From an optimization exercise on the open Yosys and OpenROAD flow, aimed at small area; shortcuts taken in it are not production practice.
The RTL was checked by simulation tests, not by an equivalence proof against the original design.
Power is estimated from default activity; no workload was simulated.

==> design/flow/design.v <==
package complete_pkg;
    localparam int xlen      = 32;   
    localparam int pr_bits   = 6;    
    localparam int rob_bits  = 5;    
    localparam int num_fu    = 8;    
    localparam int cdb_width = 3;    
    localparam int fu_sel_bits = $clog2(num_fu);
    localparam int fu_idx_bits = fu_sel_bits + 1;
    localparam logic [fu_idx_bits-1:0] fu_idx_none = '1;   
    localparam int fr_rob_lo    = 0;
    localparam int fr_value_lo  = fr_rob_lo + rob_bits;
    localparam int fr_dest_lo   = fr_value_lo + xlen;
    localparam int fr_target_lo = fr_dest_lo + pr_bits;
    localparam int fr_take      = fr_target_lo + xlen;   
    localparam int fr_halt      = fr_take + 1;
    localparam int fr_valid     = fr_halt + 1;
    localparam int fr_bits      = fr_valid + 1;
    localparam int co_rob_lo    = 0;
    localparam int co_value_lo  = co_rob_lo + rob_bits;
    localparam int co_target_lo = co_value_lo + xlen;
    localparam int co_take      = co_target_lo + xlen;
    localparam int co_halt      = co_take + 1;
    localparam int co_valid     = co_halt + 1;
    localparam int co_bits      = co_valid + 1;
    localparam int tags_bits = cdb_width * pr_bits;
endpackage
`timescale 1ns/1ps
module priority_select8 (
    input  logic [7:0] req,
    output logic [7:0] gnt
);
    logic [3:0] pair_any;   
    logic [1:0] quad_any;   
    logic [1:0] quad_en;
    logic [3:0] pair_en;
    always_comb begin
        for (int k = 0; k < 4; k++) begin
            pair_any[k] = req[2*k] | req[2*k+1];
        end
        for (int q = 0; q < 2; q++) begin
            quad_any[q] = pair_any[2*q] | pair_any[2*q+1];
        end
        quad_en[1] = quad_any[1];
        quad_en[0] = quad_any[0] & ~quad_any[1];
        for (int q = 0; q < 2; q++) begin
            pair_en[2*q+1] = quad_en[q] & pair_any[2*q+1];
            pair_en[2*q]   = quad_en[q] & pair_any[2*q] & ~pair_any[2*q+1];
        end
        for (int k = 0; k < 4; k++) begin
            gnt[2*k+1] = pair_en[k] & req[2*k+1];
            gnt[2*k]   = pair_en[k] & req[2*k] & ~req[2*k+1];
        end
    end
endmodule
`timescale 1ns/1ps
import complete_pkg::*;
module fu_result_slot (
    input  logic               clock,
    input  logic               reset,
    input  logic               load,
    input  logic [fr_bits-1:0] result_in,
    input  logic               stall,
    output logic               finish,
    output logic               ready,
    output logic [fr_bits-1:0] result_out
);
    localparam logic [1:0] st_empty    = 2'd0;
    localparam logic [1:0] st_pending  = 2'd1;   
    localparam logic [1:0] st_draining = 2'd2;   
    logic [1:0]         state;
    logic [1:0]         state_next;
    logic               take;
    logic [fr_bits-1:0] held;
    assign take = load & ready;
    always_comb begin
        state_next = state;
        case (state)
            st_empty: begin
                if (take) begin
                    state_next = st_pending;
                end
            end
            st_pending: begin
                if (!stall) begin
                    state_next = st_draining;   
                end
            end
            st_draining: begin
                if (take) begin
                    state_next = st_pending;
                end else begin
                    state_next = st_empty;
                end
            end
            default: begin
                state_next = st_empty;
            end
        endcase
    end
    always_ff @(posedge clock) begin
        if (reset) begin
            state <= st_empty;
        end else begin
            state <= state_next;
        end
    end
    always_ff @(posedge clock) begin
        if (take) begin
            held <= result_in;
        end
    end
    assign finish     = (state == st_pending);
    assign ready      = (state != st_pending);
    assign result_out = held;
endmodule
`timescale 1ns/1ps
import complete_pkg::*;
module complete_stage (
    input  logic                         clock,
    input  logic                         reset,
    input  logic [num_fu-1:0]            fu_finish,
    input  logic [num_fu*fr_bits-1:0]    fu_c_in,
    output logic [num_fu-1:0]            fu_c_stall,
    output logic [tags_bits-1:0]         cdb_tags,
    output logic [cdb_width*co_bits-1:0] complete_out
);
    logic [cdb_width:0][num_fu-1:0]   req_left;
    logic [cdb_width-1:0][num_fu-1:0] sel;
    assign req_left[cdb_width] = fu_finish;
    for (genvar ch = cdb_width - 1; ch >= 0; ch--) begin : g_sel
        priority_select8 u_select (
            .req (req_left[ch+1]),
            .gnt (sel[ch])
        );
        assign req_left[ch] = req_left[ch+1] & ~sel[ch];
    end
    assign fu_c_stall = req_left[0];
    logic [cdb_width-1:0][fu_idx_bits-1:0] grant_idx;
    logic [cdb_width-1:0][fu_idx_bits-1:0] grant_next;
    always_comb begin
        grant_next = {cdb_width{fu_idx_none}};
        for (int ch = 0; ch < cdb_width; ch++) begin
            for (int i = 0; i < num_fu; i++) begin
                if (sel[ch][i]) begin
                    grant_next[ch] = fu_idx_bits'(i);
                end
            end
        end
    end
    always_ff @(posedge clock) begin
        if (reset) begin
            grant_idx <= {cdb_width{fu_idx_none}};
        end else begin
            grant_idx <= grant_next;
        end
    end
    logic [cdb_width-1:0]              grant_valid;
    logic [cdb_width-1:0][fr_bits-1:0] pick;
    logic [cdb_width-1:0][co_bits-1:0] out;
    logic [cdb_width-1:0][pr_bits-1:0] tag;
    always_comb begin
        for (int ch = 0; ch < cdb_width; ch++) begin
            grant_valid[ch] = ~grant_idx[ch][fu_sel_bits];
            pick[ch]        = fu_c_in[grant_idx[ch][fu_sel_bits-1:0]*fr_bits +: fr_bits];
            out[ch] = '0;
            tag[ch] = '0;
            if (grant_valid[ch]) begin
                out[ch][co_valid]                  = 1'b1;
                out[ch][co_halt]                   = pick[ch][fr_halt];
                out[ch][co_value_lo +: xlen]       = pick[ch][fr_value_lo +: xlen];
                out[ch][co_rob_lo +: rob_bits]     = pick[ch][fr_rob_lo +: rob_bits];
                tag[ch]                            = pick[ch][fr_dest_lo +: pr_bits];
                if (pick[ch][fr_take]) begin
                    out[ch][co_take]               = 1'b1;
                    out[ch][co_target_lo +: xlen]  = pick[ch][fr_target_lo +: xlen];
                end
            end
        end
    end
    assign complete_out = out;
    assign cdb_tags     = {tag[2], tag[1], tag[0]};
endmodule
`timescale 1ns/1ps
import complete_pkg::*;
module complete_top (
    input  logic                         clock,
    input  logic                         reset,
    input  logic [num_fu-1:0]            fu_result_valid,
    input  logic [num_fu*fr_bits-1:0]    fu_result,
    output logic [num_fu-1:0]            fu_ready,
    output logic [tags_bits-1:0]         cdb_tags,
    output logic [cdb_width*co_bits-1:0] complete_out
);
    logic [num_fu-1:0]         fu_finish;     
    logic [num_fu-1:0]         fu_stall;      
    logic [num_fu*fr_bits-1:0] slot_result;
    for (genvar u = 0; u < num_fu; u++) begin : g_slot
        fu_result_slot u_slot (
            .clock      (clock),
            .reset      (reset),
            .load       (fu_result_valid[u]),
            .result_in  (fu_result[u*fr_bits +: fr_bits]),
            .stall      (fu_stall[u]),
            .finish     (fu_finish[u]),
            .ready      (fu_ready[u]),
            .result_out (slot_result[u*fr_bits +: fr_bits])
        );
    end
    complete_stage u_stage (
        .clock        (clock),
        .reset        (reset),
        .fu_finish    (fu_finish),
        .fu_c_in      (slot_result),
        .fu_c_stall   (fu_stall),
        .cdb_tags     (cdb_tags),
        .complete_out (complete_out)
    );
endmodule
==> design/flow/run.sh <==
#!/bin/bash
# synth_recipe.tcl (not shown) runs the flow's synth.tcl, then flattens the netlist and writes it again
# the make line also repeats each setting of config.mk as NAME=value (left out here)
make -C /OpenROAD-flow-scripts/flow DESIGN_CONFIG=/design/flow/config.mk WORK_HOME=/design/flow/orfs CLKGATE_MAP_FILE= SYNTH_SCRIPT=/design/flow/synth_recipe.tcl finish
==> design/flow/config.mk <==
export PLATFORM = sky130hd
export DESIGN_NAME = complete_top
export DESIGN_NICKNAME = complete_top
export VERILOG_FILES = /design/flow/design.v
export SDC_FILE = /design/flow/constraint.sdc
export NUM_CORES = 4
export LEC_CHECK = 0
export CAP_MARGIN = 20
export CORE_MARGIN = 2
export CORE_UTILIZATION = 40
export SLEW_MARGIN = 20
==> design/flow/constraint.sdc <==
create_clock -name core_clock -period 4.5 [get_ports {clock}]
set_input_delay 0.9000 -clock core_clock [delete_from_list [all_inputs] [get_ports {clock}]]
set_output_delay 0.9000 -clock core_clock [all_outputs]
set_load 0.01 [all_outputs]
==> run notes <==
-- synth_stat cells, types with 2 or more instances --
library cell / n / share of area, %
dfxtp_1: 28 / 1.6
clkbuf_1: 50 / 0.55
nand3_1: 3 / 0.044
o21bai_1: 2 / 0.044
or3_1: 2 / 0.036
buf_6: 2 / 0.065
a211oi_1: 4 / 0.087
nand2_1: 8 / 0.087
o21ai_2: 3 / 0.076
mux4_2: 462 / 30
and2b_1: 2 / 0.044
a21oi_1: 14 / 0.20
inv_4: 2 / 0.036
maj3_1: 3 / 0.087
mux2i_1: 231 / 6.7
nor2b_1: 8 / 0.15
nor3b_1: 3 / 0.065
buf_4: 33 / 0.72
o22ai_1: 4 / 0.073
edfxtp_1: 616 / 54
inv_2: 6 / 0.065
and2_1: 8 / 0.15
o21ai_0: 6 / 0.087
a21o_1: 3 / 0.065
o21ai_1: 3 / 0.044
nor4_1: 2 / 0.036
nor2_1: 249 / 2.7
buf_2: 67 / 0.97
or2_1: 4 / 0.073
buf_1: 26 / 0.28
nor3_1: 9 / 0.13
inv_1: 7 / 0.076
-- through the flow --
stage	total power, mW	hold WS, ns	worst slack (ns)
after global placement	10.93	0.4082	0.9398
after floorplan	9.283	0.3896	1.121
after global routing	17.33	0.4550	0.1568
final	16.80	0.4369	0.3029
after CTS	16.92	0.4394	0.2457
after detailed placement	10.98	0.4316	0.9280
-- per-layer routing --
layer / routed length (um) / global-route usage (%) / up-vias
met2: 69820 / 52.05 / 1396
met1: 48650 / 36.73 / 12450
met4: 5864 / 13.77 / 40
met5: 275 / 0 / -
met3: 12670 / 8.063 / 302
li1: - / - / 9644
-- sequential cells by signal (all words and copies together) (netlist names) --
signal / cells
g_slot.u_slot.held: 616
g_slot.u_slot.state: 16
u_stage.grant_idx: 12
-- path summary, 6_finish.rpt --
kind | cells after the start | endpoint
setup / recovery | 6 | complete_out[186]
hold / removal | 1 | g_slot[5].u_slot.state[0]
setup reg to reg | 4 | g_slot[4].u_slot.held[67]
hold reg to reg | 1 | g_slot[5].u_slot.state[0]
-- power breakdown --
group,switching (mW),total [mW],internal [mW]
combinational,1.56,3.52,1.96
sequential,0.313,7.33,7.02
clock,2.55,5.95,3.40
total,4.42,16.8,12.4
-- logic make-up (layout without fill, tap and decap cells) --
kind of cell    Yosys count  count (layout)  synth area share (%)
buf+inv                 194            1075                 2.792
fa+ha+maj                 4               4                0.1200
xor+xnor                  1               1               0.02545
simple gates            306             306                 3.788
compound gates           50              50                0.9597
other cells               0              52                     0
mux                     693             693                 36.95
flops                   644             644                 55.37
-- layout make-up --
cell class | instances | share of cell area [%]
flip-flops and latches | 644 | 40.67
multi-input cells | 1054 | 30.72
repair buffers | 930 | 20.16
clock buffers | 94 | 4.375
well taps | 1144 | 3.048
clock inverters | 35 | 0.6049
diodes | 52 | 0.2771
inverters | 16 | 0.1492
==> impl_metrics.json <==
{
  "syn_nets": 2526,
  "placed_area_mm2": 0.04449,
  "fin_tns_setup_ns": 0,
  "critPathKind": "reg -> out",
  "postRouteAntennaNets": 0,
  "clock_latency_ns": 0.63,
  "placed_cells": 3788,
  "hold_violations": 0,
  "maxSlewViolCount": 0,
  "synthesis.area_mm2": 0.03442,
  "worst_hold_startpoint": "g_slot[5].u_slot.state[0]",
  "cts_setup_buffers": 0,
  "io_buffers": 867,
  "synthArstFlopShare_pct": 0,
  "num_vias": 23830,
  "final.min_clock_period_ns": 4.197,
  "areaGrowthSynthToFinish_pct": 36.42,
  "clkTransAtPathRegs_ns": 0.06,
  "slowest_stage": "clkdlybuf4s50_1",
  "fillers": 6880,
  "std_cell_rows": 107,
  "initial_core_util_pct": 40.36,
  "cp_slowest_stage_delay_ns": 0.61,
  "gp_congestion": 0.9097,
  "cts_resized": 0,
  "cp_top_family": "buffers and inverters",
  "antenna_found_initial": 65,
  "cp.arrival_ns": 3.30,
  "path_max_fanout": 69,
  "final_common_cell": "clkdlybuf4s50_1",
  "h-tree-depth": 3,
  "worst_pin_slew_ns": 1.057,
  "ys.flop_type": "edfxtp_1",
  "cp-start-kind": "flip-flop",
  "netlist_instances": 1892,
  "synth.distinct_cells": 54,
  "grt_overflow": 0,
  "regToRegSetupSlack_ns": 2.05,
  "setup_viol": 0,
  "syn_area_per_cell_um2": 18.19,
  "crit_buf_inv": 3,
  "hold_path.class": "reg -> reg",
  "cts-hold-fix-buffers": 0,
  "reg2reg_from": "g_slot[4].u_slot.state[0]",
  "regArea_mm2": 0.01910,
  "peakVddDrop_mv": 0.2853,
  "max_slew_margin_pct": 29.51,
  "die_w_um": 297.3,
  "maxCapViolCount": 0,
  "multi_input_area_mm2": 0.01443,
  "layout_common_cells": "clkdlybuf4s50_1, edfxtp_1, mux4_2",
  "hpwl_mm": 95.28,
  "status": "timing/DRC/antenna clean",
  "core_area_mm2": 0.08528,
  "fin_worst_skew_ns": 0.02261,
  "finalCoreUtilization_pct": 55.06,
  "cts_tree": "done",
  "first_pass_iters": 5,
  "die_h_um": 297.3,
  "track_usage_pct": 30.66,
  "clockBufferDepth": 3,
  "power_leakage_nw": 17.37,
  "first_global_vias": 25110,
  "grt_max_degree": 73,
  "crit_path_end_kind": "output pin",
  "finalNetCount": 3356,
  "drc": 0,
  "ys_ff_latch": 644,
  "clkSinkCount": 644,
  "drive_gt1_share_pct": 24.20,
  "viasPerCell": 6.005,
  "startpoint": "u_stage.grant_idx[9]",
  "yosysWarningCount": 3,
  "power_density_mw_per_mm2": 357.9,
  "die_area_mm2": 0.08841,
  "required_ns": 3.60,
  "period_share_pct": 93.27,
  "final_cell_area_mm2": 0.04696,
  "cts_buffers": 76,
  "drt-wirelength-per-cell_um": 34.59,
  "rsz0062_at_grt": "no",
  "yosysSeqAreaShare_pct": 55.37,
  "wl_mm": 137.3,
  "synth_edf_count": 616,
  "drtIter0Drc": 2213,
  "max_freq_mhz": 238.3,
  "crit_chain": "buf_12 -> buf_4 -> mux4_2 -> mux2i_1 -> nor2_1 -> clkdlybuf4s50_1",
  "boundaryPins": 876,
  "grt_pass1_wl_mm": 191.3,
  "stdcell_count": 3969,
  "cts-root-buf": "clkbuf_16"
}

==> afterwards: timing with drivers on the ports <==
How much do the figures lean on ideal ports? The routed layout below was timed once more, with nothing changed but the port constraints. Step 1: set_driving_cell puts a clkbuf_16 on clock and a buf_2 on each other input, an assumption about the parent block. Step 2 adds t to the input delays and takes it off the output delays; t is the mean of the earliest and latest rising clock arrival at the registers after step 1. Input paths then give back, and output paths get back, about the clock's delay inside the block. Slacks: ideal ports / drivers / drivers and shift; pairs: ideal ports / drivers.
t, ns: 0.685
setup slack, ns: 0.303 / 0.235 / 0.920
worst setup path at the end: register to output
clock arrival spread, ns: 0.024 / 0.024
cell pins on the clock port's net: 1
After both steps setup and hold are still met in this run. For this run, drivers alone change the setup slack by -0.068 ns; drivers and shift together by +0.617 ns.
